This is an optimization exercise on Yosys and OpenROAD, whose aim is small area, a short achievable clock period and few clock cycles per item, not a production implementation. In this exercise RTL edits were held to simulation tests only and were not proved equivalent to the original. Power figures rest on the tool's default switching activity, not on a simulated workload.

==> design/flow/config.mk <==
export PLATFORM = sky130hd
export DESIGN_NAME = thread_slot_manager
export DESIGN_NICKNAME = thread_slot_manager
export VERILOG_FILES = /design/flow/design.v
export SDC_FILE = /design/flow/constraint.sdc
export NUM_CORES = 4
export LEC_CHECK = 0
export CAP_MARGIN = 20
export CORE_MARGIN = 2
export CORE_UTILIZATION = 40
export SETUP_SLACK_MARGIN = 3.0
export SLEW_MARGIN = 20
==> design/flow/constraint.sdc <==
create_clock -name core_clock -period 5.0 [get_ports {clk}]
set_input_delay 1.0000 -clock core_clock [delete_from_list [all_inputs] [get_ports {clk}]]
set_output_delay 1.0000 -clock core_clock [all_outputs]
set_load 0.01 [all_outputs]
==> design/flow/design.v <==
package tsm_pkg;
    localparam logic [1:0] OP_CREATE = 2'd0;
    localparam logic [1:0] OP_RESUME = 2'd1;
    localparam logic [1:0] OP_YIELD  = 2'd2;
    localparam logic [1:0] OP_DONE   = 2'd3;
    localparam logic [1:0] RC_OK            = 2'd0;
    localparam logic [1:0] RC_NO_ROUTINE    = 2'd1;
    localparam logic [1:0] RC_FULL          = 2'd2;
    localparam logic [1:0] RC_NOT_RESUMABLE = 2'd3;
    typedef struct packed {
        logic [1:0] opcode;
        logic [5:0] slot_index;
        logic       has_routine;
    } tsm_req_t;
    typedef struct packed {
        logic [1:0] result_code;
        logic [5:0] slot_out;
        logic       current_valid;
        logic [5:0] current_slot;
        logic [6:0] unfinished_count;
        logic       all_done;
    } tsm_rsp_t;
    typedef struct packed {
        logic       valid;    
        logic       create;   
        logic       nort;     
        logic       resume;
        logic       yield;
        logic       done;
        logic [5:0] idx;
    } tsm_cmd_t;
endpackage
module tsm_ctrl (
    input  logic              clk,
    input  logic              rst_n,
    input  logic              start,
    output logic              busy,
    input  tsm_pkg::tsm_req_t request,
    output tsm_pkg::tsm_cmd_t cmd
);
    always_ff @(posedge clk or negedge rst_n)
    begin
        if (!rst_n)
        begin
            cmd.valid  <= 1'b0;
            cmd.create <= 1'b0;
            cmd.nort   <= 1'b0;
            cmd.resume <= 1'b0;
            cmd.yield  <= 1'b0;
            cmd.done   <= 1'b0;
        end
        else
        begin
            cmd.valid  <= start;
            cmd.create <= start && (request.opcode == tsm_pkg::OP_CREATE) && request.has_routine;
            cmd.nort   <= start && (request.opcode == tsm_pkg::OP_CREATE) && !request.has_routine;
            cmd.resume <= start && (request.opcode == tsm_pkg::OP_RESUME);
            cmd.yield  <= start && (request.opcode == tsm_pkg::OP_YIELD);
            cmd.done   <= start && (request.opcode == tsm_pkg::OP_DONE);
        end
    end
    always_ff @(posedge clk)
    begin
        cmd.idx <= request.slot_index;
    end
    assign busy = 1'b0;
endmodule
module tsm_datapath #(
    parameter int SLOTS = 64
) (
    input  logic              clk,
    input  logic              rst_n,
    input  tsm_pkg::tsm_cmd_t cmd,
    output tsm_pkg::tsm_rsp_t result,
    output logic              result_valid
);
    logic [5:0] ln_mem [SLOTS];
    logic [SLOTS-1:0] alive;
    logic       fv_reg;
    logic [5:0] fcm1_reg;
    logic [5:0] fh_reg;
    logic [6:0] used_reg;
    logic [6:0] live_reg;
    logic       rv_reg;
    logic [5:0] rs_reg;
    logic       ad_reg;
    logic [1:0] code_reg;
    logic [5:0] slot_reg;
    logic       vr_reg;
    logic       alloc_pop, alloc_new, alloc, push, rok;
    logic [5:0] aslot;
    logic       we;
    logic [5:0] wa, wd;
    genvar gi;
    generate
        for (gi = 0; gi < SLOTS; gi++)
        begin : g_alive
            assign alive[gi] = (ln_mem[gi] == 6'(gi));
        end
    endgenerate
    assign alloc_pop = cmd.create && fv_reg;
    assign alloc_new = cmd.create && !fv_reg && !used_reg[6];
    assign alloc     = alloc_pop || alloc_new;
    assign aslot     = fv_reg ? fh_reg : used_reg[5:0];
    assign push      = cmd.done && rv_reg;
    assign rok       = cmd.resume && ({1'b0, cmd.idx} < used_reg) && alive[cmd.idx]
                       && !(rv_reg && (rs_reg == cmd.idx));
    assign we = alloc || push;
    assign wa = cmd.create ? aslot : rs_reg;
    assign wd = cmd.create ? aslot : (fv_reg ? fh_reg : ~rs_reg);
    always_ff @(posedge clk)
    begin
        if (we)
        begin
            ln_mem[wa] <= wd;
        end
    end
    always_ff @(posedge clk or negedge rst_n)
    begin
        if (!rst_n)
        begin
            fv_reg   <= 1'b0;
            fcm1_reg <= '0;
            fh_reg   <= '0;
            used_reg <= '0;
            live_reg <= '0;
            rv_reg   <= 1'b0;
            rs_reg   <= '0;
            ad_reg   <= 1'b1;
            code_reg <= '0;
            slot_reg <= '0;
            vr_reg   <= 1'b0;
        end
        else
        begin
            vr_reg <= cmd.valid;
            if (push)
            begin
                fv_reg   <= 1'b1;
                fcm1_reg <= fv_reg ? fcm1_reg + 6'd1 : 6'd0;
                fh_reg   <= rs_reg;
            end
            else if (alloc_pop)
            begin
                fv_reg   <= (fcm1_reg != 6'd0);
                fcm1_reg <= fcm1_reg - 6'd1;
                fh_reg   <= ln_mem[fh_reg];
            end
            if (alloc_new)
            begin
                used_reg <= used_reg + 7'd1;
            end
            if (alloc)
            begin
                live_reg <= live_reg + 7'd1;
                ad_reg   <= 1'b0;
            end
            else if (push)
            begin
                live_reg <= live_reg - 7'd1;
                ad_reg   <= (live_reg == 7'd1);
            end
            if (rok)
            begin
                rv_reg <= 1'b1;
                rs_reg <= cmd.idx;
            end
            else if (cmd.yield || cmd.done)
            begin
                rv_reg <= 1'b0;
                rs_reg <= '0;
            end
            code_reg[1] <= (cmd.create && !alloc) || (cmd.resume && !rok);
            code_reg[0] <= cmd.nort || (cmd.resume && !rok);
            slot_reg    <= alloc ? aslot : 6'd0;
        end
    end
    assign result.result_code      = code_reg;
    assign result.slot_out         = slot_reg;
    assign result.current_valid    = rv_reg;
    assign result.current_slot     = rs_reg;
    assign result.unfinished_count = live_reg;
    assign result.all_done         = ad_reg;
    assign result_valid            = vr_reg;
endmodule
module thread_slot_manager #(
    parameter int SLOTS = 64
) (
    input  logic              clk,
    input  logic              rst_n,
    input  logic              start,
    output logic              busy,
    input  logic [8:0]        request,
    output logic              result_valid,
    output logic [22:0]       result
);
    tsm_pkg::tsm_cmd_t cmd;
    tsm_pkg::tsm_req_t request_s;
    tsm_pkg::tsm_rsp_t result_s;
    assign request_s = request;
    assign result    = result_s;
    tsm_ctrl u_ctrl (
        .clk     (clk),
        .rst_n   (rst_n),
        .start   (start),
        .busy    (busy),
        .request (request_s),
        .cmd     (cmd)
    );
    tsm_datapath #(
        .SLOTS (SLOTS)
    ) u_datapath (
        .clk          (clk),
        .rst_n        (rst_n),
        .cmd          (cmd),
        .result       (result_s),
        .result_valid (result_valid)
    );
endmodule
==> design/flow/run.sh <==
#!/bin/bash
# synth_recipe.tcl (not shown) runs the flow's synth.tcl, then flattens the netlist and writes it again
# the make line also repeats each setting of config.mk as NAME=value (left out here)
make -C /OpenROAD-flow-scripts/flow DESIGN_CONFIG=/design/flow/config.mk WORK_HOME=/design/flow/orfs CLKGATE_MAP_FILE= SYNTH_SCRIPT=/design/flow/synth_recipe.tcl finish
==> flow_summary.json, run 1 <==
{
  "path_clk_slew_ns": 0.06,
  "netlist_area_sq_um": 19200,
  "grt_max_degree": 65,
  "grt_first_pass_wirelength_mm": 86.4,
  "pre_cts_slack_ns": 1.53,
  "ys_warn_count": 2,
  "synth_area_leaders": "edfxtp_1 (60%), mux4_2 (15%), dfrtp_1 (6.4%)",
  "clock-sinks": 440,
  "tightest_slew_ns": 0.801,
  "cts_buffers": 46,
  "synth_commonest_cells": "edfxtp_1 (384), mux4_2 (125), nor2_1 (113)",
  "p_int_uw": 8060,
  "cap_violations": 0,
  "hold_class": "register to register",
  "place_congestion": 0.851,
  "outcome": "finished clean",
  "top_register": "u_datapath.ln_mem",
  "routedWlPerCell_um": 30.6,
  "syn-num-nets": 1173,
  "cp_max_fo": 7,
  "ys_ff_latch": 440,
  "rsz0062_at_grt": "yes",
  "slew_headroom_pct": 46.6,
  "slew_viol_final": 0,
  "htree_levels": 2,
  "ir_drop_mv": 0.270,
  "cp-end-kind": "register",
  "fin_nets": 1362,
  "fmax_ghz": 0.367,
  "overflow": 0,
  "cts_hold_buf": 0,
  "synth.distinct_cells": 60,
  "yosysSeqAreaShare_pct": 67.3,
  "synth_most_common_cell": "edfxtp_1",
  "placed_cells_incl_taps": 1764,
  "syn_inst": 1149,
  "start_util_pct": 40.3,
  "p_sw_share_pct": 30.9,
  "tns_ns": 0,
  "p_seq_share_pct": 39.7,
  "drt_iter0_drc": 1726,
  "largest_reg_flops": 384,
  "total_leakage_power_uw": 0.00789,
  "tritoncts": "yes",
  "synth_top_cell_area_share_pct": 60.2,
  "core_area_sq_um": 47500,
  "skew_ns": 0.0217,
  "grt_pass1_vias": 12457,
  "die_area_sq_um": 49700,
  "switching_power_uw": 3610,
  "firstDrtPassIters": 5,
  "finalCoreUtilization_pct": 52.4,
  "synth.avg_cell_area_sq_um": 16.7,
  "post-route-period-util_pct": 54.5,
  "antenna_found_initial": 6,
  "p_total_uw": 11700,
  "die_h_um": 223,
  "area_delta_synth_final_pct": 29.9,
  "setup_violations": 0,
  "fin_cells": 1992,
  "async_flop_share_pct": 11.4,
  "final_antenna_net_count": 0,
  "gr-usage-all-layers_pct": 24.1,
  "vias_per_cell": 6.37,
  "die_x_um": 223,
  "clock_latency_ns": 0.59,
  "powerDensity_nw_per_um2": 469,
  "pwr-share-comb_pct": 31.0,
  "crit_required_ns": 5.45,
  "worstPathArrival_ns": 3.17,
  "io_pins": 37,
  "synthFlopType": "edfxtp_1",
  "clockPowerShare_pct": 29.3,
  "portBuffers": 35,
  "clockBufferDepth": 3,
  "layout-drive-gt1-share_pct": 40.9,
  "critical_path_class": "register to register",
  "final_hold_viol_count": 0,
  "synth.largest_area_cell": "edfxtp_1",
  "worst_slack_ns": 2.28,
  "hpwl_mm": 34.3,
  "num_rows": 80,
  "reg_top3": "u_datapath.ln_mem (384), u_ctrl.cmd (12)",
  "synth_edf_count": 384,
  "drc_errors": 0,
  "clockRootBuffer": "clkbuf_16",
  "wirelength_mm": 61.0,
  "vias": 12682,
  "startpoint_type": "register",
  "post-route-min-period_ns": 2.72
}
==> kinds of logic after synthesis <==
logic type               synth area share, %
buffers and inverters                   1.75
multiplexers                            15.2
adder cells (fa/ha/maj)                0.783
AO/OA/AOI/OAI                           3.70
XOR/XNOR                               0.868
AND/OR/NAND/NOR                         10.4
flip-flops                              67.3
other                                 0.0196
==> placed cells by master (no fill, tap or decap), types with 13 or more instances in the layout <==
cell / netlist / layout
buf_12: 0 / 24
nand4_1: 41 / 41
nor4b_1: 20 / 17
edfxtp_1: 384 / 384
o21ai_0: 24 / 13
nor2_1: 113 / 36
nand3_1: 32 / 24
nand2_1: 54 / 35
inv_1: 20 / 17
dfrtp_1: 49 / 34
nor2_4: 0 / 71
clkbuf_1: 32 / 13
nor4_1: 16 / 14
clkbuf_16: 0 / 50
mux4_2: 125 / 125
buf_4: 5 / 78
buf_6: 0 / 50
nor4bb_1: 23 / 20
a21oi_1: 23 / 15
nand4b_1: 15 / 15
==> worst max-delay path: stages (launching register included) <==
cell and delay (ns):
dfrtp_4 0.46, buf_12 0.17, buf_16 0.17, mux4_2 0.54
mux4_2 0.58, mux4_2 0.49, nand4_1 0.10, nand2_1 0.08
==> area by class of cell <==
class | count | area [sq um]
Sequential cell | 440 | 12900
Timing Repair inverter | 1 | 7.51
Clock buffer | 62 | 1250
Tap cell | 615 | 769
Fill cell | 3678 | 22600
Timing Repair Buffer | 196 | 2290
Clock inverter | 22 | 225
Inverter | 21 | 90.1
Multi-Input combinational cell | 632 | 7320
Antenna cell | 3 | 7.51
==> worst paths after layout <==
| kind | from | end | slack, ns | cells after the start |
|---|---|---|---|---|
| max | u_datapath.fh_reg[0] | u_datapath.fh_reg[0] | 2.28 | 7 |
| max in group asynchronous | rst_n | u_datapath.fh_reg[0] | 3.92 | 2 |
| min in group asynchronous | rst_n | u_datapath.live_reg[6] | 0.52 | 2 |
| min | u_ctrl.cmd[11] | u_datapath.vr_reg | 0.36 | 0 |
| max reg2reg | u_datapath.fh_reg[0] | u_datapath.fh_reg[0] | 2.28 | 7 |
| min reg2reg | u_ctrl.cmd[11] | u_datapath.vr_reg | 0.36 | 0 |
==> routing by layer <==
layer / wire (um) / GRT usage, %
met5: 23 / 0
met4: 2760 / 10.4
met3: 6110 / 5.76
met2: 28200 / 37.8
met1: 23900 / 32.4
==> metrics by stage <==
stage,cell area [sq um],hold slack [ns]
2_1_floorplan,20000,0.331
3_3_place_gp,20900,0.336
3_5_place_dp,20900,0.340
4_1_cts,24400,0.357
5_1_grt,24900,0.382
6_report,24900,0.363
==> what timing repair did <==
item                       in CTS  in global routing
cloned                         10                  4
resized for setup             288                 56
setup endpoints to repair     783                701
pin swaps                      94                 55
buffers inserted              109                 18
==> power groups by stage <==
stage	clock, uW	combinational [uW]	sequential (uW)
after floorplan	0	1770	4650
after CTS	3460	3340	4630
after detailed placement	0	2430	4880
after global placement	0	2410	4880
after global routing	3600	3740	4650
final	3420	3620	4640
Testbench counts, summed over its fixed seeds: cycles 12,808, items 12,800.
==> inputs of run 2 (changes only) <==
--- a/design/flow/config.mk
+++ b/design/flow/config.mk
@@ -5,6 +5,7 @@
 export SDC_FILE = /design/flow/constraint.sdc
 export NUM_CORES = 4
 export LEC_CHECK = 0
+export ABC_CLOCK_PERIOD_IN_PS = 1500
 export CAP_MARGIN = 20
 export CORE_MARGIN = 2
 export CORE_UTILIZATION = 40
==> run 2 against run 1 <==
Effect of this change:
- count of clock-buffer cells in the layout stayed put
- non-clock buffer count did not move
- clock power about the same
- critical endpoint unchanged
- critical path type unchanged
- worst hold slack did not move
- core utilization did not move
- global-route usage unchanged
- sequential share of layout area stayed put
- via count stayed put
- worst setup slack unchanged
- cell count unchanged
- sequential power is essentially flat
==> flow_summary.json, run 2 <==
{
  "dpl-instance-area_sq_um": 20900,
  "reg_top3": "u_datapath.ln_mem (384), u_ctrl.cmd (12)",
  "synth_commonest_cells": "edfxtp_1 (384), mux4_2 (125), nor2_1 (113)",
  "die_x_um": 223,
  "ys_ff_latch": 440,
  "startpoint_type": "register",
  "mostFrequentLayoutCell": "edfxtp_1",
  "cp_common_cell": "mux4_2",
  "fmax_ghz": 0.367,
  "tritoncts": "yes",
  "skew_ns": 0.0217,
  "syn-num-nets": 1173,
  "path_buf_inv": 2,
  "outcome": "finished clean",
  "final_antenna_net_count": 0,
  "yosysSeqAreaShare_pct": 67.3,
  "placed_cells_incl_taps": 1764,
  "io_pins": 37,
  "cp_top_family": "multiplexers",
  "synth.avg_cell_area_sq_um": 16.7,
  "post-route-min-period_ns": 2.72,
  "total_leakage_power_uw": 0.00789,
  "slew_viol_final": 0,
  "fin_cells": 1992,
  "grt_max_degree": 65,
  "clockRootBuffer": "clkbuf_16",
  "core_area_sq_um": 47500,
  "hpwl_mm": 34.3,
  "grt_first_pass_wirelength_mm": 86.4,
  "max_stage_delay_ns": 0.58,
  "clock-sinks": 440,
  "area_delta_synth_final_pct": 29.9,
  "slew_headroom_pct": 46.6,
  "ys_warn_count": 2,
  "vias_per_cell": 6.37,
  "layout-drive-gt1-share_pct": 40.9,
  "slowest_stage": "mux4_2",
  "cap_violations": 0,
  "synth_area_leaders": "edfxtp_1 (60%), mux4_2 (15%), dfrtp_1 (6.4%)",
  "ir_drop_mv": 0.270,
  "finalCoreUtilization_pct": 52.4,
  "drc_errors": 0,
  "final_cell_mix": "edfxtp_1 (384), mux4_2 (125), buf_4 (78), nor2_4 (71)",
  "async_flop_share_pct": 11.4,
  "p_total_uw": 11700,
  "hold_class": "register to register",
  "tns_ns": 0,
  "final_hold_viol_count": 0,
  "setup_violations": 0,
  "crit_path_cell_trace": "buf_12 -> buf_16 -> mux4_2 -> mux4_2 -> mux4_2 -> nand4_1 -> nand2_1",
  "wirelength_mm": 61.0,
  "top_register": "u_datapath.ln_mem",
  "grt_pass1_vias": 12457,
  "vias": 12682,
  "worstPathArrival_ns": 3.17,
  "crit_required_ns": 5.45,
  "synth.largest_area_cell": "edfxtp_1",
  "cts_hold_buf": 0,
  "synth_most_common_cell": "edfxtp_1",
  "overflow": 0,
  "place_congestion": 0.851,
  "critical_path_class": "register to register",
  "cts_buffers": 46,
  "routedWlPerCell_um": 30.6,
  "synth_edf_count": 384,
  "synthFlopType": "edfxtp_1",
  "num_rows": 80,
  "antenna_found_initial": 6,
  "syn_inst": 1149,
  "firstDrtPassIters": 5,
  "drt_iter0_drc": 1726,
  "cp-end-kind": "register",
  "final_cell_area_sq_um": 24900,
  "cp_max_fo": 7,
  "path_clk_slew_ns": 0.06,
  "netlist_area_sq_um": 19200,
  "portBuffers": 35,
  "htree_levels": 2,
  "synth.distinct_cells": 60,
  "rsz0062_at_grt": "yes",
  "synth_top_cell_area_share_pct": 60.2,
  "fin_nets": 1362,
  "start_util_pct": 40.3,
  "post-route-period-util_pct": 54.5,
  "clockBufferDepth": 3,
  "die_h_um": 223,
  "gr-usage-all-layers_pct": 24.1,
  "clock_latency_ns": 0.59,
  "powerDensity_nw_per_um2": 469,
  "tightest_slew_ns": 0.801,
  "die_area_sq_um": 49700,
  "largest_reg_flops": 384
}
-- run 2: cell counts in the layout (fill, tap and decap cells not counted) --
Identical to the previous run, type by type.
-- run 2: worst register-to-register path, cell delays in order, from the launching register on --
cell	delay [ns]
dfrtp_4	0.46
buf_12	0.18
buf_16	0.17
mux4_2	0.54
mux4_2	0.58
mux4_2	0.49
nand4_1	0.10
nand2_1	0.09
-- run 2: layout make-up --
type	instances	area [sq um]
clock buffer	62	1250
timing repair inverter	1	7.51
tap	615	769
multi-input combinational	632	7320
fill	3678	22600
clock inverter	22	225
inverter	21	90.1
sequential	440	12900
timing repair buffer	196	2290
antenna	3	7.51
-- run 2: metal layers --
layer,vias up,GRT usage [%],wire [um]
met2,845,37.8,28200
met5,-,0,23
met3,163,5.76,6110
met1,6557,32.4,23900
li1,5113,-,-
met4,4,10.4,2760
-- run 2: power breakdown --
| part | switching (uW) | internal, uW |
|---|---|---|
| sequential | 168 | 4470 |
| clock | 1450 | 1970 |
| combinational | 1990 | 1620 |
-- run 2: logic make-up after synthesis --
| group | Yosys count | share of synthesized area [%] |
|---|---|---|
| and+or+nand+nor | 357 | 10.4 |
| AOI/OAI and AO/OA | 107 | 3.70 |
| DFF | 440 | 67.3 |
| muxes | 134 | 15.2 |
| xor gates and xnor gates | 19 | 0.868 |
| other | 1 | 0.0196 |
| buffers and inverters | 79 | 1.75 |
| adders and majority gates | 12 | 0.783 |
-- run 2: worst paths after layout --
check	start	endpoint	slack (ns)	cells after the start
max in group asynchronous	rst_n	u_datapath.fh_reg[0]	3.92	2
hold reg to reg	u_ctrl.cmd[11]	u_datapath.vr_reg	0.36	0
setup / recovery	u_datapath.fh_reg[0]	u_datapath.fh_reg[0]	2.28	7
setup reg to reg	u_datapath.fh_reg[0]	u_datapath.fh_reg[0]	2.28	7
min in group asynchronous	rst_n	u_datapath.live_reg[6]	0.52	2
hold / removal	u_ctrl.cmd[11]	u_datapath.vr_reg	0.36	0
-- run 2: per-stage QoR --
stage          worst slack, ns  hold slack, ns
2_1_floorplan             2.66           0.331
3_3_place_gp              1.53           0.336
3_5_place_dp              1.53           0.340
4_1_cts                   2.37           0.357
5_1_grt                   2.27           0.382
6_report                  2.28           0.363
-- run 2: timing repair --
action	4_1_cts	5_1_grt
setup buffers	109	18
pin swaps	94	55
endpoints found under the setup margin	783	701
cloned	10	4
gates resized for setup	288	56
==> inputs of run 3 (changes only) <==
--- a/design/flow/config.mk
+++ b/design/flow/config.mk
@@ -5,9 +5,7 @@
 export SDC_FILE = /design/flow/constraint.sdc
 export NUM_CORES = 4
 export LEC_CHECK = 0
-export ABC_CLOCK_PERIOD_IN_PS = 1500
 export CAP_MARGIN = 20
 export CORE_MARGIN = 2
 export CORE_UTILIZATION = 40
-export SETUP_SLACK_MARGIN = 3.0
 export SLEW_MARGIN = 20
==> run 3 against run 2 <==
Effect of this change:
- sequential share of layout area up 7.4 points
- die area unchanged
- core utilization down 6.6 points
- cell count down 7.4%
- clock skew down 0.00052 ns
- sequential power up 2%
- final area down 13%
- synthesized cell count unchanged
- register-to-register slack worse by 0.69 ns
- flip-flop and latch count unchanged
- maximum frequency down 20%
- non-clock buffer count down 140
- largest cell class unchanged
- highest routed layer unchanged
==> flow_summary.json, run 3 <==
{
  "syn_inst": 1149,
  "vias": 11567,
  "syn-num-nets": 1173,
  "tns_ns": 0,
  "cts_hold_buf": 0,
  "post-cts-setup-buffers": 0,
  "p_total_uw": 10500,
  "rsz0062_at_grt": "no",
  "ctsResizeCount": 0,
  "place_congestion": 0.873,
  "vias_per_cell": 6.27,
  "synth_top_family_by_area": "multiplexers",
  "start_util_pct": 40.3,
  "cp_max_fo": 50,
  "post-route-period-util_pct": 68.3,
  "fill_cells": 4025,
  "skew_ns": 0.0212,
  "slew_headroom_pct": 29.9,
  "multi_input_comb_area_sq_um": 6000,
  "synthAdderAreaFrac_pct": 0.783,
  "tritoncts": "yes",
  "drc_errors": 0,
  "cap_violations": 0,
  "ir_drop_mv": 0.280,
  "synth_compound_area_share_pct": 3.70,
  "dpl-instance-area_sq_um": 20300,
  "synth_edf_count": 384,
  "synth_commonest_cells": "edfxtp_1 (384), mux4_2 (125), nor2_1 (113)",
  "drt_iter0_drc": 1327,
  "die_h_um": 223,
  "hold_class": "register to register",
  "antenna_found_initial": 2,
  "grt_max_degree": 53,
  "ys_warn_count": 2,
  "num_rows": 80,
  "setup_violations": 0,
  "synth.largest_area_cell": "edfxtp_1",
  "cp-end-kind": "register",
  "clockRootBuffer": "clkbuf_16",
  "layout-drive-gt1-share_pct": 18.3,
  "worstPathArrival_ns": 3.62,
  "synthMuxAreaShare_pct": 15.2,
  "tightest_slew_ns": 1.05,
  "clock-sinks": 440,
  "synthFlopType": "edfxtp_1",
  "post-route-min-period_ns": 3.41,
  "reg_top3": "u_datapath.ln_mem (384), u_ctrl.cmd (12)",
  "io_pins": 37,
  "top_register": "u_datapath.ln_mem",
  "routedWlPerCell_um": 28.6,
  "worstHoldStart": "u_ctrl.cmd[11]",
  "path_clk_slew_ns": 0.06,
  "cts_buffers": 44,
  "netlist_area_sq_um": 19200,
  "final_antenna_net_count": 0,
  "seq_area_sq_um": 12900,
  "outcome": "finished clean",
  "hold_ws_ns": 0.348,
  "clock_latency_ns": 0.59,
  "powerDensity_nw_per_um2": 482,
  "final_cell_area_sq_um": 21800,
  "r2r-start": "u_datapath.fh_reg[1]",
  "synth_most_common_cell": "edfxtp_1",
  "crit_required_ns": 5.21,
  "slew_viol_final": 0,
  "clockBufferDepth": 3,
  "final_cell_mix": "edfxtp_1 (384), mux4_2 (125), nor2_1 (113), nand2_1 (54)",
  "portBuffers": 35,
  "synth.distinct_cells": 60,
  "grt_pass1_vias": 11616,
  "fmax_ghz": 0.293,
  "gr-usage-all-layers_pct": 21.4,
  "mostFrequentLayoutCell": "edfxtp_1",
  "die_area_sq_um": 49700,
  "total_leakage_power_uw": 0.00669,
  "grt_first_pass_wirelength_mm": 77.6,
  "startpoint_type": "register",
  "htree_levels": 2,
  "ys_ff_latch": 440,
  "worst_setup_path_startpoint": "u_datapath.fh_reg[1]",
  "overflow": 0,
  "hpwl_mm": 34.9,
  "yosysSeqAreaShare_pct": 67.3,
  "largest_reg_flops": 384,
  "async_flop_share_pct": 11.4,
  "core_area_sq_um": 47500,
  "final_hold_viol_count": 0,
  "synth_xor_area_share_pct": 0.868,
  "fin_nets": 1217,
  "firstDrtPassIters": 5,
  "synthSimpleGateAreaFrac_pct": 10.4,
  "synth_top_cell_area_share_pct": 60.2,
  "critical_path_class": "register to register",
  "area_delta_synth_final_pct": 13.5,
  "wirelength_mm": 52.7,
  "synth.avg_cell_area_sq_um": 16.7,
  "die_x_um": 223,
  "synth_area_leaders": "edfxtp_1 (60%), mux4_2 (15%), dfrtp_1 (6.4%)"
}
==> run 3: cell families after synthesis <==
kind of cell             Yosys count
buffers and inverters             79
adder cells (fa/ha/maj)           12
XOR/XNOR                          19
multiplexers                     134
AND/OR/NAND/NOR                  357
AO/OA/AOI/OAI                    107
flip-flops                       440
other                              1
==> run 3: critical path: stages (launching register included) <==
cell,delay (ns)
dfrtp_4,0.91
nand2_1,0.22
a21boi_0,0.20
a21o_1,0.30
nor2_1,0.24
nand3_1,0.52
nor2_1,0.62
==> run 3: worst paths after layout <==
path	end	slack, ns	cells after the start
setup / recovery	u_datapath.ln_mem[3][5]	1.59	6
hold / removal	u_datapath.vr_reg	0.35	0
setup reg to reg	u_datapath.ln_mem[3][5]	1.59	6
hold reg to reg	u_datapath.vr_reg	0.35	0
max in group asynchronous	u_datapath.fh_reg[0]	3.96	2
min in group asynchronous	u_datapath.fcm1_reg[3]	0.53	2
==> run 3: per-layer routing <==
layer	vias up	GRT usage [%]	part of all wire [%]
li1	4790	-	-
met1	5983	28.0	39
met2	633	33.5	46
met3	159	5.39	8.9
met4	2	10.3	5.3
met5	-	0	0.025
==> run 3: final cells by class <==
type / count / share of cell area [%]
flip-flops and latches: 440 / 59.3
multi-input cells: 630 / 27.6
clock buffers: 56 / 5.51
well taps: 615 / 3.54
repair buffers: 56 / 2.60
clock inverters: 25 / 1.09
inverters: 21 / 0.362
diodes: 1 / 0.0115
==> run 3: report_power, final <==
| group | total [uW] | internal (uW) | switching [uW] |
|---|---|---|---|
| Clock | 3300 | 1910 | 1400 |
| Sequential | 4730 | 4470 | 268 |
| Combinational | 2460 | 1040 | 1420 |
==> run 3: per-stage QoR <==
stage,setup slack [ns],util (%),cells
after floorplan,0.215,-,1149
after global placement,1.69,42.7,1762
after detailed placement,1.64,42.7,1762
after CTS,1.62,45.8,1843
after global routing,1.52,45.8,1843
final,1.59,45.8,1844
==> inputs of run 4 (changes only) <==
--- a/design/flow/design.v
+++ b/design/flow/design.v
@@ -28,6 +28,7 @@
         logic       yield;
         logic       done;
         logic [5:0] idx;
+        logic [63:0] idx_oh;   
     } tsm_cmd_t;
 endpackage
 module tsm_ctrl (
@@ -61,7 +62,8 @@
     end
     always_ff @(posedge clk)
     begin
-        cmd.idx <= request.slot_index;
+        cmd.idx    <= request.slot_index;
+        cmd.idx_oh <= 64'd1 << request.slot_index;
     end
     assign busy = 1'b0;
 endmodule
@@ -74,11 +76,10 @@
     output tsm_pkg::tsm_rsp_t result,
     output logic              result_valid
 );
-    logic [5:0] ln_mem [SLOTS];
+    logic [5:0]       stk [SLOTS];
     logic [SLOTS-1:0] alive;
     logic       fv_reg;
     logic [5:0] fcm1_reg;
-    logic [5:0] fh_reg;
     logic [6:0] used_reg;
     logic [6:0] live_reg;
     logic       rv_reg;
@@ -87,64 +88,82 @@
     logic [1:0] code_reg;
     logic [5:0] slot_reg;
     logic       vr_reg;
+    logic       pp_v_reg;
+    logic [5:0] pp_s_reg;
+    logic       lw_we_reg;
+    logic [5:0] lw_wa_reg;
+    logic       lw_wd_reg;
+    logic       alive_idx;
     logic       alloc_pop, alloc_new, alloc, push, rok;
     logic [5:0] aslot;
     logic       we;
-    logic [5:0] wa, wd;
-    genvar gi;
-    generate
-        for (gi = 0; gi < SLOTS; gi++)
-        begin : g_alive
-            assign alive[gi] = (ln_mem[gi] == 6'(gi));
-        end
-    endgenerate
     assign alloc_pop = cmd.create && fv_reg;
     assign alloc_new = cmd.create && !fv_reg && !used_reg[6];
     assign alloc     = alloc_pop || alloc_new;
-    assign aslot     = fv_reg ? fh_reg : used_reg[5:0];
+    assign aslot     = pp_v_reg ? pp_s_reg : (fv_reg ? stk[0] : used_reg[5:0]);
     assign push      = cmd.done && rv_reg;
-    assign rok       = cmd.resume && ({1'b0, cmd.idx} < used_reg) && alive[cmd.idx]
-                       && !(rv_reg && (rs_reg == cmd.idx));
     assign we = alloc || push;
-    assign wa = cmd.create ? aslot : rs_reg;
-    assign wd = cmd.create ? aslot : (fv_reg ? fh_reg : ~rs_reg);
-    always_ff @(posedge clk)
-    begin
-        if (we)
-        begin
-            ln_mem[wa] <= wd;
-        end
+    always_ff @(posedge clk)
+    begin
+        if (lw_we_reg)
+        begin
+            alive[lw_wa_reg] <= lw_wd_reg;
+        end
+    end
+    always_ff @(posedge clk)
+    begin
+        lw_wa_reg <= cmd.create ? aslot : rs_reg;
+        lw_wd_reg <= cmd.create;
+        pp_s_reg  <= rs_reg;
+    end
+    assign alive_idx = (lw_we_reg && (lw_wa_reg == cmd.idx)) ? lw_wd_reg : |(alive & cmd.idx_oh);
+    assign rok = cmd.resume && ({1'b0, cmd.idx} < used_reg) && alive_idx
+                 && !(rv_reg && (rs_reg == cmd.idx));
+    logic st_dn, st_up, st_hold;
+    assign st_dn   = pp_v_reg && !cmd.create;
+    assign st_up   = cmd.create && !pp_v_reg;
+    assign st_hold = !(st_dn || st_up);
+    always_ff @(posedge clk)
+    begin
+        stk[0] <= (st_hold ? stk[0] : 6'd0) | (st_dn ? pp_s_reg : 6'd0) | (st_up ? ~stk[1] : 6'd0);
+        for (int i = 1; i < SLOTS - 1; i++)
+        begin
+            stk[i] <= ~((st_hold ? ~stk[i] : 6'd0) | (st_dn ? stk[i-1] : 6'd0)
+                        | (st_up ? stk[i+1] : 6'd0));
+        end
+        stk[SLOTS-1] <= ~((st_hold ? ~stk[SLOTS-1] : 6'd0) | (st_dn ? stk[SLOTS-2] : 6'd0));
     end
     always_ff @(posedge clk or negedge rst_n)
     begin
         if (!rst_n)
         begin
-            fv_reg   <= 1'b0;
-            fcm1_reg <= '0;
-            fh_reg   <= '0;
-            used_reg <= '0;
-            live_reg <= '0;
-            rv_reg   <= 1'b0;
-            rs_reg   <= '0;
-            ad_reg   <= 1'b1;
-            code_reg <= '0;
-            slot_reg <= '0;
-            vr_reg   <= 1'b0;
+            fv_reg    <= 1'b0;
+            fcm1_reg  <= '0;
+            used_reg  <= '0;
+            live_reg  <= '0;
+            rv_reg    <= 1'b0;
+            rs_reg    <= '0;
+            ad_reg    <= 1'b1;
+            code_reg  <= '0;
+            slot_reg  <= '0;
+            vr_reg    <= 1'b0;
+            pp_v_reg  <= 1'b0;
+            lw_we_reg <= 1'b0;
         end
         else
         begin
-            vr_reg <= cmd.valid;
+            vr_reg    <= cmd.valid;
+            pp_v_reg  <= push;
+            lw_we_reg <= we;
             if (push)
             begin
                 fv_reg   <= 1'b1;
                 fcm1_reg <= fv_reg ? fcm1_reg + 6'd1 : 6'd0;
-                fh_reg   <= rs_reg;
             end
             else if (alloc_pop)
             begin
                 fv_reg   <= (fcm1_reg != 6'd0);
                 fcm1_reg <= fcm1_reg - 6'd1;
-                fh_reg   <= ln_mem[fh_reg];
             end
             if (alloc_new)
             begin
--- a/design/flow/config.mk
+++ b/design/flow/config.mk
@@ -7,5 +7,8 @@
 export LEC_CHECK = 0
 export CAP_MARGIN = 20
 export CORE_MARGIN = 2
-export CORE_UTILIZATION = 40
+export CORE_UTILIZATION = 65
+export CTS_CLUSTER_DIAMETER = 60
+export CTS_CLUSTER_SIZE = 20
+export SETUP_SLACK_MARGIN = 3.0
 export SLEW_MARGIN = 20
==> run 4 against run 3 <==
Effect of this change:
- first-iteration DRC count is 110% higher
- combinational power is 14% higher
- maximum frequency is 55% higher
- worst hold slack better by 0.018 ns
- die area is 31% lower
- sequential power is 56% higher
- core utilization is 30 points higher
- critical path depth stayed put
- routed wire length is 6.0% lower
==> flow_summary.json, run 4 <==
{
  "grt_max_degree": 108,
  "switching_power_uw": 4220,
  "worstPathArrival_ns": 2.67,
  "vias": 16343,
  "area_delta_synth_final_pct": 14.9,
  "yosysSeqAreaShare_pct": 58.0,
  "outcome": "finished clean",
  "mostFrequentLayoutCell": "dfxtp_1",
  "slew_headroom_pct": 52.5,
  "seq_area_sq_um": 12500,
  "final_hold_viol_count": 0,
  "antenna_found_initial": 0,
  "reg_top3": "u_datapath.stk (384), u_ctrl.cmd (76), u_datapath.alive (64)",
  "grt_pass1_vias": 14726,
  "layout-drive-gt1-share_pct": 15.0,
  "max_stage_delay_ns": 0.60,
  "die_h_um": 185,
  "cp_top_family": "simple AND/OR/NAND/NOR gates",
  "p_seq_share_pct": 55.1,
  "final_cell_mix": "dfxtp_1 (456), inv_1 (392), a222oi_1 (372), nor2_1 (76), edfxtp_1 (64)",
  "htree_levels": 2,
  "ir_drop_mv": 0.417,
  "ys_warn_count": 3,
  "crit_path_cell_trace": "a22oi_1 -> nand4_1 -> or4_4 -> o41ai_4 -> buf_4 -> a22o_1",
  "tns_ns": 0,
  "startpoint_type": "register",
  "synth_top_cell_area_share_pct": 43.7,
  "final_antenna_net_count": 0,
  "gr-max-usage-layer": "met2",
  "synthFlopType": "dfxtp_1",
  "gr-usage-all-layers_pct": 27.1,
  "grtUsageMet1_pct": 37.4,
  "die_x_um": 185,
  "syn-num-nets": 2050,
  "antenna_cells": 0,
  "fmax_ghz": 0.455,
  "firstDrtPassIters": 17,
  "setup_violations": 0,
  "hpwl_mm": 26.6,
  "place_congestion": 0.910,
  "overflow": 0,
  "path_buf_inv": 1,
  "routedWlPerCell_um": 19.9,
  "synth.distinct_cells": 62,
  "drc_errors": 0,
  "io_pins": 37,
  "synth_area_leaders": "dfxtp_1 (44%), a222oi_1 (17%), edfxtp_1 (9.0%)",
  "clockRootBuffer": "clkbuf_16",
  "syn_inst": 2020,
  "clock_latency_ns": 0.56,
  "skew_ns": 0.0212,
  "multi_input_comb_area_sq_um": 7420,
  "powerDensity_nw_per_um2": 545,
  "netlist_area_sq_um": 21400,
  "gr-usage-met2_pct": 44.4,
  "portBuffers": 35,
  "start_util_pct": 66.0,
  "total_leakage_power_uw": 0.0116,
  "largest_reg_flops": 384,
  "rsz0062_at_grt": "yes",
  "post-route-period-util_pct": 43.9,
  "placed_cells_incl_taps": 2349,
  "drt_iter0_drc": 2746,
  "clock-sinks": 577,
  "path_clk_slew_ns": 0.08,
  "cp-end-kind": "register",
  "core_area_sq_um": 32500,
  "clockBufferDepth": 3,
  "synth.avg_cell_area_sq_um": 10.6,
  "ys_ff_latch": 577,
  "p_sw_share_pct": 31.5,
  "critical_path_class": "register to register",
  "top_register": "u_datapath.stk",
  "async_flop_share_pct": 7.97,
  "num_rows": 66,
  "hold_class": "register to register",
  "crit_required_ns": 5.48,
  "synth_most_common_cell": "dfxtp_1",
  "grt_first_pass_wirelength_mm": 76.2,
  "slew_viol_final": 0,
  "pwr-share-comb_pct": 21.0,
  "fin_cells": 2490,
  "globalRouteMet3Util_pct": 3.83,
  "slowest_stage": "or4_4",
  "synth.largest_area_cell": "dfxtp_1",
  "cp_max_fo": 6,
  "fin_nets": 2059,
  "synth_commonest_cells": "dfxtp_1 (467), inv_1 (397), a222oi_1 (372)",
  "p_int_uw": 9180,
  "synth_edf_count": 64,
  "vias_per_cell": 6.56,
  "cts_hold_buf": 0,
  "hold_ws_ns": 0.367,
  "clockPowerShare_pct": 24.0,
  "die_area_sq_um": 34400,
  "r2r_slack_ns": 2.80,
  "cts_buffers": 38,
  "wirelength_mm": 49.5,
  "tritoncts": "yes",
  "post-route-min-period_ns": 2.20,
  "tightest_slew_ns": 0.710,
  "fill_cells": 2158,
  "cap_violations": 0
}
==> run 4: stage by stage <==
step	power [uW]	setup WS [ns]	area [sq um]	utilization (%)
after floorplan	8820	3.01	21400	-
after global placement	9390	2.47	21900	67.4
after detailed placement	9610	2.42	21900	67.4
after CTS	13100	2.81	23900	73.8
after global routing	14100	2.78	24600	75.8
final	13400	2.80	24600	75.8
==> run 4: kinds of logic (layout without fill, tap and decap cells) <==
family          Yosys count  after routing  synth area share, %
xor+xnor                 30             30                 1.23
fa+ha+maj                18             18                 1.05
compound gates          572            572                 23.1
mux                      28             28                 1.44
simple gates            238            238                 5.22
flops                   577            577                 58.0
buf+inv                 556            584                 9.86
other cells               1              1               0.0175
==> run 4: final cells by class <==
type	instances	area share (%)
timing repair buffer	128	5.86
multi-input combinational	887	30.2
inverter	397	6.11
clock buffer	50	4.48
clock inverter	9	0.468
tap	442	2.25
sequential	577	50.7
==> run 4: path summary, 6_finish.rpt <==
check                                     startpoint                      to  cells after the start
worst max-delay path            u_datapath.alive[44]    u_datapath.rs_reg[2]                      6
worst min-delay path                  u_ctrl.cmd[75]       u_datapath.vr_reg                      0
worst max register to register  u_datapath.alive[44]    u_datapath.rs_reg[2]                      6
worst min register to register        u_ctrl.cmd[75]       u_datapath.vr_reg                      0
max in group asynchronous                      rst_n    u_datapath.lw_we_reg                      1
min in group asynchronous                      rst_n  u_datapath.slot_reg[3]                      1
==> run 4: what timing repair did <==
item / CTS / global route
pin swaps: 15 / 31
gates cloned: 5 / 3
buffers inserted: 51 / 23
endpoints found under the setup margin: 495 / 360
resized for setup: 190 / 164
==> run 4: power groups by stage <==
stage	Combinational (uW)	Sequential [uW]	Clock, uW
global route	3140	7560	3420
finish	2810	7380	3210
detailed placement	2120	7490	0
CTS	2430	7360	3260
global placement	1990	7400	0
floorplan	1730	7090	0
==> run 4: layer usage <==
metal  vias to the layer above  part of all wire [%]  routed length (um)
li1                       7603                     -                   -
met1                      8030                    43               21100
met2                       607                    48               24000
met3                       103                   6.3                3140
met4                         0                   2.6                1280
met5                         -                     0                   0
Testbench counts of run 4, summed over its fixed seeds: cycles 12,808, items 12,800.
==> inputs of run 5 (changes only) <==
--- a/design/flow/design.v
+++ b/design/flow/design.v
@@ -100,7 +100,7 @@
     assign alloc_pop = cmd.create && fv_reg;
     assign alloc_new = cmd.create && !fv_reg && !used_reg[6];
     assign alloc     = alloc_pop || alloc_new;
-    assign aslot     = pp_v_reg ? pp_s_reg : (fv_reg ? stk[0] : used_reg[5:0]);
+    assign aslot     = pp_v_reg ? pp_s_reg : (fv_reg ? stk_top : used_reg[5:0]);
     assign push      = cmd.done && rv_reg;
     assign we = alloc || push;
     always_ff @(posedge clk)
@@ -119,19 +119,25 @@
     assign alive_idx = (lw_we_reg && (lw_wa_reg == cmd.idx)) ? lw_wd_reg : |(alive & cmd.idx_oh);
     assign rok = cmd.resume && ({1'b0, cmd.idx} < used_reg) && alive_idx
                  && !(rv_reg && (rs_reg == cmd.idx));
-    logic st_dn, st_up, st_hold;
+    logic       st_dn, st_up, st_hold;
+    logic       stk_inv_reg;
+    logic [5:0] stk_top;
+    logic [5:0] stk_in;
     assign st_dn   = pp_v_reg && !cmd.create;
     assign st_up   = cmd.create && !pp_v_reg;
     assign st_hold = !(st_dn || st_up);
-    always_ff @(posedge clk)
-    begin
-        stk[0] <= (st_hold ? stk[0] : 6'd0) | (st_dn ? pp_s_reg : 6'd0) | (st_up ? ~stk[1] : 6'd0);
+    assign stk_top = stk[0] ^ {6{stk_inv_reg}};
+    assign stk_in  = pp_s_reg ^ {6{stk_inv_reg}};
+    always_ff @(posedge clk)
+    begin
+        stk[0] <= ~((st_hold ? stk[0] : 6'd0) | (st_dn ? stk_in : 6'd0)
+                    | (st_up ? stk[1] : 6'd0));
         for (int i = 1; i < SLOTS - 1; i++)
         begin
-            stk[i] <= ~((st_hold ? ~stk[i] : 6'd0) | (st_dn ? stk[i-1] : 6'd0)
+            stk[i] <= ~((st_hold ? stk[i] : 6'd0) | (st_dn ? stk[i-1] : 6'd0)
                         | (st_up ? stk[i+1] : 6'd0));
         end
-        stk[SLOTS-1] <= ~((st_hold ? ~stk[SLOTS-1] : 6'd0) | (st_dn ? stk[SLOTS-2] : 6'd0));
+        stk[SLOTS-1] <= ~((st_hold ? stk[SLOTS-1] : 6'd0) | (st_dn ? stk[SLOTS-2] : 6'd0));
     end
     always_ff @(posedge clk or negedge rst_n)
     begin
@@ -149,12 +155,14 @@
             vr_reg    <= 1'b0;
             pp_v_reg  <= 1'b0;
             lw_we_reg <= 1'b0;
+            stk_inv_reg <= 1'b0;
         end
         else
         begin
             vr_reg    <= cmd.valid;
             pp_v_reg  <= push;
             lw_we_reg <= we;
+            stk_inv_reg <= !stk_inv_reg;
             if (push)
             begin
                 fv_reg   <= 1'b1;
==> run 5 against run 4 <==
Effect of this change:
- routed wire length shrank 3.8%
- register-to-register slack worse by 0.05 ns
- critical path depth grew 3
- clock skew is 0.0048 ns lower
- global-route usage shrank 0.33 points
- synthesized cell count is 18% lower
- die area down 6.0%
- via count down 5.9%
- flip-flop and latch count grew 1
- final area is 5.6% lower
- non-clock buffer count down 3
- area after synthesis down 6.1%
- largest power group unchanged
- highest routed layer unchanged
==> flow_summary.json, run 5 <==
{
  "outcome": "finished clean",
  "rsz0062_at_grt": "yes",
  "async_flop_share_pct": 8.13,
  "htree_levels": 2,
  "mostFrequentLayoutCell": "dfxtp_1",
  "cp_max_fo": 4,
  "skew_ns": 0.0164,
  "syn_inst": 1654,
  "hold_end": "u_datapath.vr_reg",
  "vias_per_cell": 7.43,
  "fin_nets": 1682,
  "startpoint_type": "register",
  "synth.largest_area_cell": "dfxtp_1",
  "synth_most_common_cell": "dfxtp_1",
  "crit_required_ns": 5.29,
  "gr-usage-all-layers_pct": 26.7,
  "wirelength_mm": 47.7,
  "r2r_cells": 9,
  "cts_buffers": 38,
  "final_hold_viol_count": 0,
  "tritoncts": "yes",
  "critical_path_class": "register to register",
  "clock-sinks": 578,
  "worstPathArrival_ns": 2.54,
  "synth.distinct_cells": 63,
  "r2r-end": "u_datapath.alive[52]",
  "final_cell_mix": "dfxtp_1 (462), a222oi_1 (378), nor2_1 (77), edfxtp_1 (64), buf_4 (51)",
  "path_clk_slew_ns": 0.08,
  "vias": 15378,
  "die_area_sq_um": 32300,
  "tightest_slew_ns": 0.633,
  "io_pins": 37,
  "cap_violations": 0,
  "post-route-period-util_pct": 44.8,
  "dpl-instance-area_sq_um": 20500,
  "clockBufferDepth": 3,
  "finalCoreUtilization_pct": 76.1,
  "yosysSeqAreaShare_pct": 61.9,
  "cp-end-kind": "register",
  "top_register": "u_datapath.stk",
  "synth_commonest_cells": "dfxtp_1 (467), a222oi_1 (378), clkbuf_1 (142)",
  "fin_cells": 2070,
  "drt_iter0_drc": 3412,
  "min_path_cells": 0,
  "synth_top_cell_area_share_pct": 46.5,
  "tns_ns": 0,
  "die_h_um": 180,
  "clock_latency_ns": 0.54,
  "num_rows": 64,
  "r2r_slack_ns": 2.76,
  "core_area_sq_um": 30500,
  "syn-num-nets": 1684,
  "routedWlPerCell_um": 23.0,
  "ys_ff_latch": 578,
  "synth_area_leaders": "dfxtp_1 (47%), a222oi_1 (19%), edfxtp_1 (9.6%)",
  "final_cell_area_sq_um": 23200,
  "setup_violations": 0,
  "slew_viol_final": 0,
  "drc_errors": 0,
  "hpwl_mm": 23.3,
  "fmax_ghz": 0.446,
  "layout-drive-gt1-share_pct": 19.5,
  "portBuffers": 35,
  "placed_cells_incl_taps": 1926,
  "ir_drop_mv": 0.326,
  "synth.avg_cell_area_sq_um": 12.1,
  "grt_first_pass_wirelength_mm": 72.4,
  "firstDrtPassIters": 17,
  "grt_pass1_vias": 13544,
  "synth_edf_count": 64,
  "clockRootBuffer": "clkbuf_16",
  "overflow": 0,
  "grt_max_degree": 101,
  "antenna_cells": 0,
  "total_leakage_power_uw": 0.00835,
  "r2r-start": "u_datapath.lw_wa_reg[0]",
  "start_util_pct": 65.9,
  "netlist_area_sq_um": 20100,
  "ys_warn_count": 3,
  "post-route-min-period_ns": 2.24,
  "hold_ws_ns": 0.368,
  "reg_top3": "u_datapath.stk (384), u_ctrl.cmd (76), u_datapath.alive (64)",
  "largest_reg_flops": 384,
  "place_congestion": 0.846,
  "powerDensity_nw_per_um2": 567,
  "hold_class": "register to register",
  "final_antenna_net_count": 0,
  "antenna_found_initial": 0,
  "slew_headroom_pct": 57.7,
  "worstHoldStart": "u_ctrl.cmd[75]",
  "die_x_um": 180,
  "area_delta_synth_final_pct": 15.6,
  "synthFlopType": "dfxtp_1"
}
-- run 5: cells by family (layout without fill, tap and decap cells) --
logic type	Yosys count	after routing	synth area share [%]
buf+inv	185	205	3.63
xor+xnor	41	41	1.82
mux	16	16	0.897
fa+ha+maj	18	18	1.12
simple gates	233	233	5.45
flops	578	578	61.9
other cells	1	1	0.0187
compound gates	582	582	25.1
-- run 5: cell type report --
class / instances / area (sq um)
fill: 1959 / 7280
clock buffer: 49 / 1080
inverter: 18 / 77.6
multi-input combinational: 891 / 7480
clock inverter: 13 / 156
tap: 396 / 495
timing repair buffer: 125 / 1450
sequential: 578 / 12500
-- run 5: per-stage QoR --
stage | worst slack, ns | power, uW
floorplan | 3.01 | 8830
global placement | 2.45 | 9330
detailed placement | 2.38 | 9470
global route | 2.74 | 13800
CTS | 2.81 | 12900
finish | 2.76 | 13200
-- run 5: what timing repair did --
action                                  4_1_cts  5_1_grt
hold buffers                                  0        0
resized for setup                           217      149
pin swaps                                    20       24
setup buffers                                44       26
endpoints found under the setup margin      498      496
gates cloned                                  8        4
-- run 5: worst max path at each step --
stage | from | depth (start not counted) | to | slack [ns]
CTS | u_datapath.ad_reg | 1 | result[0] | 2.81
detailed placement | u_ctrl.cmd[74] | 4 | u_datapath.stk[63][1] | 2.38
finish | u_datapath.lw_wa_reg[0] | 9 | u_datapath.alive[52] | 2.76
global placement | u_ctrl.cmd[74] | 4 | u_datapath.stk[1][3] | 2.45
global route | u_datapath.lw_wa_reg[0] | 9 | u_datapath.alive[52] | 2.74
floorplan | u_datapath.lw_wa_reg[0] | 9 | u_datapath.alive[12] | 3.01
-- run 5: critical path, stage by stage, from the launching register on --
cell     delay [ns]
dfxtp_4        0.38
inv_4          0.08
ha_4           0.14
nor3b_4        0.30
xnor2_2        0.13
buf_4          0.16
nor2_4         0.20
nand2_4        0.15
nor2_4         0.14
mux2_4         0.31
-- run 5: where the power goes --
group	internal (uW)	switching, uW
registers	6180	1200
clock network	1650	1570
logic	1540	1030
total	9370	3800
-- run 5: metal layers --
metal  vias to the layer above  wire (um)  global-route usage, %
met5                         -          0                      0
met3                       105       3710                   3.44
met1                      7634      20600                   39.7
met2                       760      22200                   41.5
met4                         0       1220                   7.41
li1                       6879          -                      -
Testbench counts of run 5, summed over its fixed seeds: cycles 12,808, items 12,800.
==> inputs of run 6 (changes only) <==
--- a/design/flow/design.v
+++ b/design/flow/design.v
@@ -28,7 +28,8 @@
         logic       yield;
         logic       done;
         logic [5:0] idx;
-        logic [63:0] idx_oh;   
+        logic [7:0] idx_lo;    
+        logic [7:0] idx_hi;    
     } tsm_cmd_t;
 endpackage
 module tsm_ctrl (
@@ -63,7 +64,8 @@
     always_ff @(posedge clk)
     begin
         cmd.idx    <= request.slot_index;
-        cmd.idx_oh <= 64'd1 << request.slot_index;
+        cmd.idx_lo <= 8'd1 << request.slot_index[2:0];
+        cmd.idx_hi <= 8'd1 << request.slot_index[5:3];
     end
     assign busy = 1'b0;
 endmodule
@@ -116,7 +118,15 @@
         lw_wd_reg <= cmd.create;
         pp_s_reg  <= rs_reg;
     end
-    assign alive_idx = (lw_we_reg && (lw_wa_reg == cmd.idx)) ? lw_wd_reg : |(alive & cmd.idx_oh);
+    logic [7:0] alive_grp;
+    always_comb
+    begin
+        for (int a = 0; a < 8; a++)
+        begin
+            alive_grp[a] = |(alive[8*a +: 8] & cmd.idx_lo);
+        end
+    end
+    assign alive_idx = (lw_we_reg && (lw_wa_reg == cmd.idx)) ? lw_wd_reg : |(alive_grp & cmd.idx_hi);
     assign rok = cmd.resume && ({1'b0, cmd.idx} < used_reg) && alive_idx
                  && !(rv_reg && (rs_reg == cmd.idx));
     logic       st_dn, st_up, st_hold;
@@ -150,8 +160,6 @@
             rv_reg    <= 1'b0;
             rs_reg    <= '0;
             ad_reg    <= 1'b1;
-            code_reg  <= '0;
-            slot_reg  <= '0;
             vr_reg    <= 1'b0;
             pp_v_reg  <= 1'b0;
             lw_we_reg <= 1'b0;
@@ -197,10 +205,13 @@
                 rv_reg <= 1'b0;
                 rs_reg <= '0;
             end
-            code_reg[1] <= (cmd.create && !alloc) || (cmd.resume && !rok);
-            code_reg[0] <= cmd.nort || (cmd.resume && !rok);
-            slot_reg    <= alloc ? aslot : 6'd0;
-        end
+        end
+    end
+    always_ff @(posedge clk)
+    begin
+        code_reg[1] <= (cmd.create && !alloc) || (cmd.resume && !rok);
+        code_reg[0] <= cmd.nort || (cmd.resume && !rok);
+        slot_reg    <= alloc ? aslot : 6'd0;
     end
     assign result.result_code      = code_reg;
     assign result.slot_out         = slot_reg;
==> run 6 against run 5 <==
Effect of this change:
- first-iteration DRC count is 0.47% lower
- sequential share of layout area down 1.3 points
- non-clock buffer count is the same
- sequential power is 6.6% lower
==> flow_summary.json, run 6 <==
{
  "cp_top_family": "flip-flops",
  "num_rows": 62,
  "r2r-start": "u_datapath.alive[53]",
  "start_util_pct": 65.9,
  "drc_errors": 0,
  "cp-end-kind": "primary output",
  "clock-sinks": 530,
  "synthFlopType": "dfxtp_1",
  "ir_drop_mv": 0.387,
  "drt_iter0_drc": 3396,
  "syn_inst": 1556,
  "die_x_um": 175,
  "ys_warn_count": 3,
  "firstDrtPassIters": 13,
  "clockRootBuffer": "clkbuf_16",
  "final_cell_mix": "dfxtp_1 (405), a222oi_1 (378), edfxtp_1 (64), o21ai_1 (47), buf_4 (46)",
  "fin_nets": 1581,
  "core_area_sq_um": 28700,
  "mostFrequentLayoutCell": "dfxtp_1",
  "skew_ns": 0.0193,
  "routedWlPerCell_um": 21.6,
  "grt_pass1_vias": 12858,
  "synth.distinct_cells": 63,
  "dpl-instance-area_sq_um": 19200,
  "netlist_area_sq_um": 18900,
  "cts_buffers": 37,
  "ys_ff_latch": 530,
  "synth_edf_count": 64,
  "async_flop_share_pct": 7.36,
  "total_leakage_power_uw": 0.00783,
  "die_h_um": 175,
  "outcome": "finished clean",
  "cp.depth": 1,
  "max_stage_delay_ns": 0.54,
  "reg_top3": "u_datapath.stk (384), u_datapath.alive (64), u_ctrl.cmd (28)",
  "synth_commonest_cells": "dfxtp_1 (427), a222oi_1 (378), clkbuf_1 (140)",
  "r2r_cells": 8,
  "powerDensity_nw_per_um2": 549,
  "post-route-period-util_pct": 43.4,
  "htree_levels": 2,
  "synth.largest_area_cell": "dfxtp_1",
  "layout-drive-gt1-share_pct": 21.3,
  "crit_required_ns": 4.00,
  "clock_latency_ns": 0.54,
  "top_register": "u_datapath.stk",
  "place_congestion": 0.839,
  "hpwl_mm": 20.8,
  "crit_path_cell_trace": "buf_6",
  "synth_area_leaders": "dfxtp_1 (45%), a222oi_1 (20%), edfxtp_1 (10%)",
  "vias_per_cell": 7.39,
  "startpoint_type": "register",
  "final_antenna_net_count": 0,
  "cp_max_fo": 2,
  "hold_class": "register to register",
  "setup_violations": 0,
  "grt_max_degree": 128,
  "fmax_ghz": 0.461,
  "area_delta_synth_final_pct": 16.1,
  "worst_setup_path_startpoint": "u_datapath.ad_reg",
  "wirelength_mm": 42.1,
  "final_hold_viol_count": 0,
  "vias": 14412,
  "post-route-min-period_ns": 2.17,
  "cap_violations": 0,
  "portBuffers": 35,
  "slowest_stage": "dfstp_2",
  "tritoncts": "yes",
  "tns_ns": 0,
  "tightest_slew_ns": 0.905,
  "yosysSeqAreaShare_pct": 60.5,
  "syn-num-nets": 1586,
  "rsz0062_at_grt": "yes",
  "io_pins": 37,
  "slew_viol_final": 0,
  "antenna_found_initial": 0,
  "synth_most_common_cell": "dfxtp_1",
  "critical_path_class": "register to primary output",
  "path_clk_slew_ns": 0.07,
  "die_area_sq_um": 30500,
  "worstHoldStart": "u_ctrl.cmd[27]",
  "worstPathArrival_ns": 1.17,
  "final_cell_area_sq_um": 22000,
  "overflow": 0,
  "grt_first_pass_wirelength_mm": 66.3,
  "slew_headroom_pct": 39.7,
  "gr-usage-all-layers_pct": 25.8,
  "synth.avg_cell_area_sq_um": 12.2,
  "largest_reg_flops": 384,
  "path_buf_inv": 1,
  "antenna_cells": 0,
  "synth_top_cell_area_share_pct": 45.2,
  "clockBufferDepth": 3,
  "min_path_cells": 0
}
==> run 6: cell types whose count changed after synthesis, sizes merged, moves of 11 or more <==
cell	previous run	this run
nor2	95	48
dfxtp	467	427
nor3	30	12
a22oi	28	42
or2	12	0
a22o	11	0
==> run 6: cell families (layout without fill, tap and decap cells) <==
| logic type | count (synthesis) | in the layout | synth area share, % |
|---|---|---|---|
| adder cells (fa/ha/maj) | 18 | 18 | 1.19 |
| AO/OA/AOI/OAI | 583 | 583 | 26.5 |
| XOR/XNOR | 41 | 41 | 1.98 |
| AND/OR/NAND/NOR | 166 | 166 | 4.43 |
| multiplexers | 22 | 22 | 1.27 |
| flip-flops | 530 | 530 | 60.5 |
| other | 1 | 1 | 0.0198 |
| buffers and inverters | 195 | 205 | 4.07 |
==> run 6: final timing paths <==
path	endpoint	slack [ns]
setup / recovery	result[0]	2.83
hold / removal	u_datapath.vr_reg	0.35
setup reg to reg	u_datapath.rv_reg	2.93
hold reg to reg	u_datapath.vr_reg	0.35
max in group asynchronous	u_datapath.lw_we_reg	3.74
min in group asynchronous	u_datapath.live_reg[0]	0.59
==> run 6: metal layers <==
layer  vias up  track usage, %  part of all wire [%]
met2       591            41.0                    48
met4         0            7.64                   2.3
li1       6570               -                     -
met5         -               0                     0
met1      7173            37.5                    44
met3        78            2.92                   6.4
==> run 6: stage by stage <==
step	hold WS, ns	total power, uW	worst slack (ns)	utilization (%)	cells
3_3_place_gp	0.332	8650	2.07	67.1	1814
6_report	0.351	12100	2.83	76.5	1950
5_1_grt	0.363	12700	2.79	76.5	1950
3_5_place_dp	0.336	8780	1.97	67.1	1814
4_1_cts	0.354	11900	2.82	74.3	1926
2_1_floorplan	0.331	8200	2.98	-	1556
==> run 6: area by class of cell <==
cell class | instances | area [sq um]
well taps | 384 | 480
multi-input cells | 831 | 7310
flip-flops and latches | 530 | 11500
clock buffers | 41 | 972
clock inverters | 13 | 180
repair buffers | 125 | 1380
inverters | 26 | 109
fillers | 1835 | 6740
==> run 6: power by group <==
| group | switching (uW) | internal, uW | leakage (uW) |
|---|---|---|---|
| logic | 804 | 1390 | 0.00259 |
| clock network | 1450 | 1530 | 0.000562 |
| registers | 1160 | 5720 | 0.00467 |
| total | 3420 | 8650 | 0.00783 |
==> run 6: what timing repair did <==
action | in CTS | in global routing
hold endpoints to repair | 0 | 0
resized for setup | 217 | 190
setup buffers | 51 | 21
setup endpoints to repair | 496 | 471
hold buffers | 0 | 0
pin swaps | 19 | 32
gates cloned | 7 | 3
Testbench counts of run 6, summed over its fixed seeds: cycles 12,808, items 12,800.
==> inputs of run 7 (changes only) <==
--- a/design/flow/design.v
+++ b/design/flow/design.v
@@ -86,7 +86,7 @@
     logic [6:0] live_reg;
     logic       rv_reg;
     logic [5:0] rs_reg;
-    logic       ad_reg;
+    logic       nad_reg;    
     logic [1:0] code_reg;
     logic [5:0] slot_reg;
     logic       vr_reg;
@@ -159,7 +159,7 @@
             live_reg  <= '0;
             rv_reg    <= 1'b0;
             rs_reg    <= '0;
-            ad_reg    <= 1'b1;
+            nad_reg   <= 1'b0;
             vr_reg    <= 1'b0;
             pp_v_reg  <= 1'b0;
             lw_we_reg <= 1'b0;
@@ -188,12 +188,12 @@
             if (alloc)
             begin
                 live_reg <= live_reg + 7'd1;
-                ad_reg   <= 1'b0;
+                nad_reg  <= 1'b1;
             end
             else if (push)
             begin
                 live_reg <= live_reg - 7'd1;
-                ad_reg   <= (live_reg == 7'd1);
+                nad_reg  <= (live_reg != 7'd1);
             end
             if (rok)
             begin
@@ -218,7 +218,7 @@
     assign result.current_valid    = rv_reg;
     assign result.current_slot     = rs_reg;
     assign result.unfinished_count = live_reg;
-    assign result.all_done         = ad_reg;
+    assign result.all_done         = !nad_reg;
     assign result_valid            = vr_reg;
 endmodule
 module thread_slot_manager #(
==> run 7 against run 6 <==
Effect of this change:
- still clean
- via count is 0.67% lower
- worst hold slack better by 0.0018 ns
- maximum frequency is 2.1% higher
- global-route usage is 0.073 points higher
- sequential share of layout area is 0.43 points higher
- largest cell class unchanged
==> flow_summary.json, run 7 <==
{
  "final_hold_viol_count": 0,
  "final_cell_mix": "dfxtp_1 (405), a222oi_1 (378), o21ai_0 (64), edfxtp_1 (64), buf_4 (47)",
  "syn_inst": 1552,
  "cp_max_fo": 6,
  "slew_headroom_pct": 39.1,
  "final_cell_area_sq_um": 21700,
  "vias": 14316,
  "p_int_uw": 8620,
  "yosysSeqAreaShare_pct": 60.6,
  "cap_violations": 0,
  "p_total_uw": 12000,
  "die_area_sq_um": 30400,
  "setup_violations": 0,
  "antenna_found_initial": 0,
  "num_rows": 62,
  "p_sw_share_pct": 27.9,
  "p_seq_share_pct": 57.4,
  "drt_iter0_drc": 3092,
  "startpoint_type": "register",
  "synth.distinct_cells": 58,
  "pwr-share-comb_pct": 18.1,
  "critical_path_class": "register to register",
  "htree_levels": 2,
  "ir_drop_mv": 0.387,
  "post-route-period-util_pct": 42.5,
  "drc_errors": 0,
  "clockPowerShare_pct": 24.5,
  "overflow": 0,
  "ys_ff_latch": 530,
  "wirelength_mm": 42.0,
  "die_x_um": 174,
  "synth_most_common_cell": "dfxtp_1",
  "crit_required_ns": 5.28,
  "place_congestion": 0.844,
  "start_util_pct": 65.9,
  "clock_latency_ns": 0.53,
  "post-route-min-period_ns": 2.12,
  "worstPathArrival_ns": 2.40,
  "ys_warn_count": 3,
  "synthFlopType": "dfxtp_1",
  "io_pins": 37,
  "die_h_um": 174,
  "outcome": "finished clean",
  "largest_reg_flops": 384,
  "hold_class": "register to register",
  "synth.avg_cell_area_sq_um": 12.2,
  "clockRootBuffer": "clkbuf_16",
  "routedWlPerCell_um": 21.6,
  "cts_buffers": 37,
  "core_area_sq_um": 28600,
  "gr-usage-all-layers_pct": 25.8,
  "total_leakage_power_uw": 0.00780,
  "synth_top_cell_area_share_pct": 45.3,
  "grt_pass1_vias": 12950,
  "grt_first_pass_wirelength_mm": 66.3,
  "final_antenna_net_count": 0,
  "firstDrtPassIters": 14,
  "portBuffers": 35,
  "synth_commonest_cells": "dfxtp_1 (427), a222oi_1 (378), clkbuf_1 (140)",
  "synth_edf_count": 64,
  "path_clk_slew_ns": 0.07,
  "mostFrequentLayoutCell": "dfxtp_1",
  "clock-sinks": 530,
  "vias_per_cell": 7.34,
  "hpwl_mm": 20.9,
  "fmax_ghz": 0.471,
  "tightest_slew_ns": 0.913,
  "syn-num-nets": 1582,
  "synth.largest_area_cell": "dfxtp_1",
  "slew_viol_final": 0,
  "clockBufferDepth": 3,
  "grt_max_degree": 129,
  "antenna_cells": 0,
  "synth_area_leaders": "dfxtp_1 (45%), a222oi_1 (20%), edfxtp_1 (10%)",
  "netlist_area_sq_um": 18900,
  "top_register": "u_datapath.stk",
  "async_flop_share_pct": 7.36,
  "layout-drive-gt1-share_pct": 19.4,
  "dpl-instance-area_sq_um": 19200,
  "rsz0062_at_grt": "yes",
  "skew_ns": 0.0173,
  "powerDensity_nw_per_um2": 550,
  "switching_power_uw": 3340,
  "area_delta_synth_final_pct": 15.2,
  "cp-end-kind": "register",
  "tritoncts": "yes",
  "fin_nets": 1580,
  "tns_ns": 0,
  "reg_top3": "u_datapath.stk (384), u_datapath.alive (64), u_ctrl.cmd (28)"
}
run 7: per-stage QoR:
stage	hold slack (ns)	std cells	setup slack, ns	util [%]
2_1_floorplan	0.331	1552	2.98	-
3_3_place_gp	0.332	1814	2.20	67.2
3_5_place_dp	0.341	1814	2.12	67.2
4_1_cts	0.357	1919	2.91	73.7
5_1_grt	0.362	1950	2.78	76.0
6_report	0.353	1950	2.88	76.0
run 7: path summary, 6_finish.rpt:
| kind | start | endpoint | slack, ns | depth (start not counted) |
|---|---|---|---|---|
| min | u_ctrl.cmd[27] | u_datapath.vr_reg | 0.35 | 0 |
| max reg2reg | u_datapath.lw_wa_reg[1] | u_datapath.alive[8] | 2.88 | 9 |
| max in group asynchronous | rst_n | u_datapath.fv_reg | 3.71 | 1 |
| min reg2reg | u_ctrl.cmd[27] | u_datapath.vr_reg | 0.35 | 0 |
| max | u_datapath.lw_wa_reg[1] | u_datapath.alive[8] | 2.88 | 9 |
| min in group asynchronous | rst_n | u_datapath.live_reg[2] | 0.62 | 1 |
run 7: cell type report:
class	count	area [sq um]
tap	384	480
inverter	26	106
clock inverter	8	63.8
timing repair buffer	123	1340
clock buffer	47	1070
fill	1842	6880
multi-input combinational	832	7180
sequential	530	11500
run 7: repair_timing:
| item | in CTS | in global routing |
|---|---|---|
| pin swaps | 15 | 23 |
| setup endpoints to repair | 492 | 451 |
| gates cloned | 5 | 3 |
| resized for setup | 197 | 130 |
| hold buffers | 0 | 0 |
| endpoints found under the hold margin | 0 | 0 |
| buffers inserted | 45 | 28 |
run 7: cell families (layout without fill, tap and decap cells):
logic type	Yosys count	count (layout)	synth area share (%)
AND/OR/NAND/NOR	166	168	4.43
XOR/XNOR	41	41	1.94
adder cells (fa/ha/maj)	18	18	1.19
buffers and inverters	192	204	3.97
multiplexers	22	22	1.27
other	1	1	0.0199
AO/OA/AOI/OAI	582	582	26.5
flip-flops	530	530	60.6
run 7: layer usage:
layer	wire (um)	track usage (%)
met4	926	6.30
met3	2600	3.87
met2	20300	42.1
met5	0	0
met1	18200	36.6
run 7: critical path: stages (launching register included):
cell and delay [ns]:
dfxtp_4 0.39, inv_4 0.05, ha_4 0.16, nor3b_4 0.15, buf_6 0.13, xor2_4 0.16
nor2_4 0.22, nand2_4 0.13, nor2_2 0.13, mux2_2 0.35
run 7: power by group through the flow:
stage / logic (uW) / registers (uW) / clock network, uW
finish: 2160 / 6870 / 2930
global route: 2370 / 7050 / 3150
CTS: 2030 / 6830 / 2990
detailed placement: 1830 / 6930 / 0
global placement: 1750 / 6880 / 0
floorplan: 1580 / 6590 / 0
Testbench counts of run 7, summed over its fixed seeds: cycles 12,808, items 12,800.

## separate check: timing with driven ports
The flow's constraints put no driver on any port. The routed layouts listed below were extracted and timed again, unchanged, in two steps. Step 1 sets driving cells, clkbuf_16 on the clock port and buf_2 on the other inputs (assumed; they add their load-dependent delay and slew). Step 2, shift: input delay + t, output delay - t, t = (earliest + latest rising clock arrival at the registers) / 2. This alone moves slack from input paths to output paths. Three values: no drivers, after step 1, after step 2; two values: the first two.
| run | t (ns) | setup slack, ns | slew at the worst register clock pin (ns) |
|---|---|---|---|
| run 1 | 0.639 | 2.276 / 2.276 / 2.276 | 0.07 / 0.07 |
| run 2 | 0.639 | 2.276 / 2.276 / 2.276 | 0.07 / 0.07 |
| run 3 | 0.630 | 1.587 / 1.587 / 1.587 | 0.07 / 0.07 |
| run 4 | 0.593 | 2.804 / 2.771 / 2.445 | 0.09 / 0.09 |
| run 5 | 0.589 | 2.758 / 2.758 / 2.445 | 0.09 / 0.09 |
| run 6 | 0.577 | 2.832 / 2.781 / 2.839 | 0.08 / 0.08 |
| run 7 | 0.570 | 2.877 / 2.877 / 2.877 | 0.08 / 0.08 |
After both steps setup and hold are still met in every run listed. The setup slack of run 4, which loses most, moves by -0.033 ns with the drivers and by -0.359 ns with both steps.
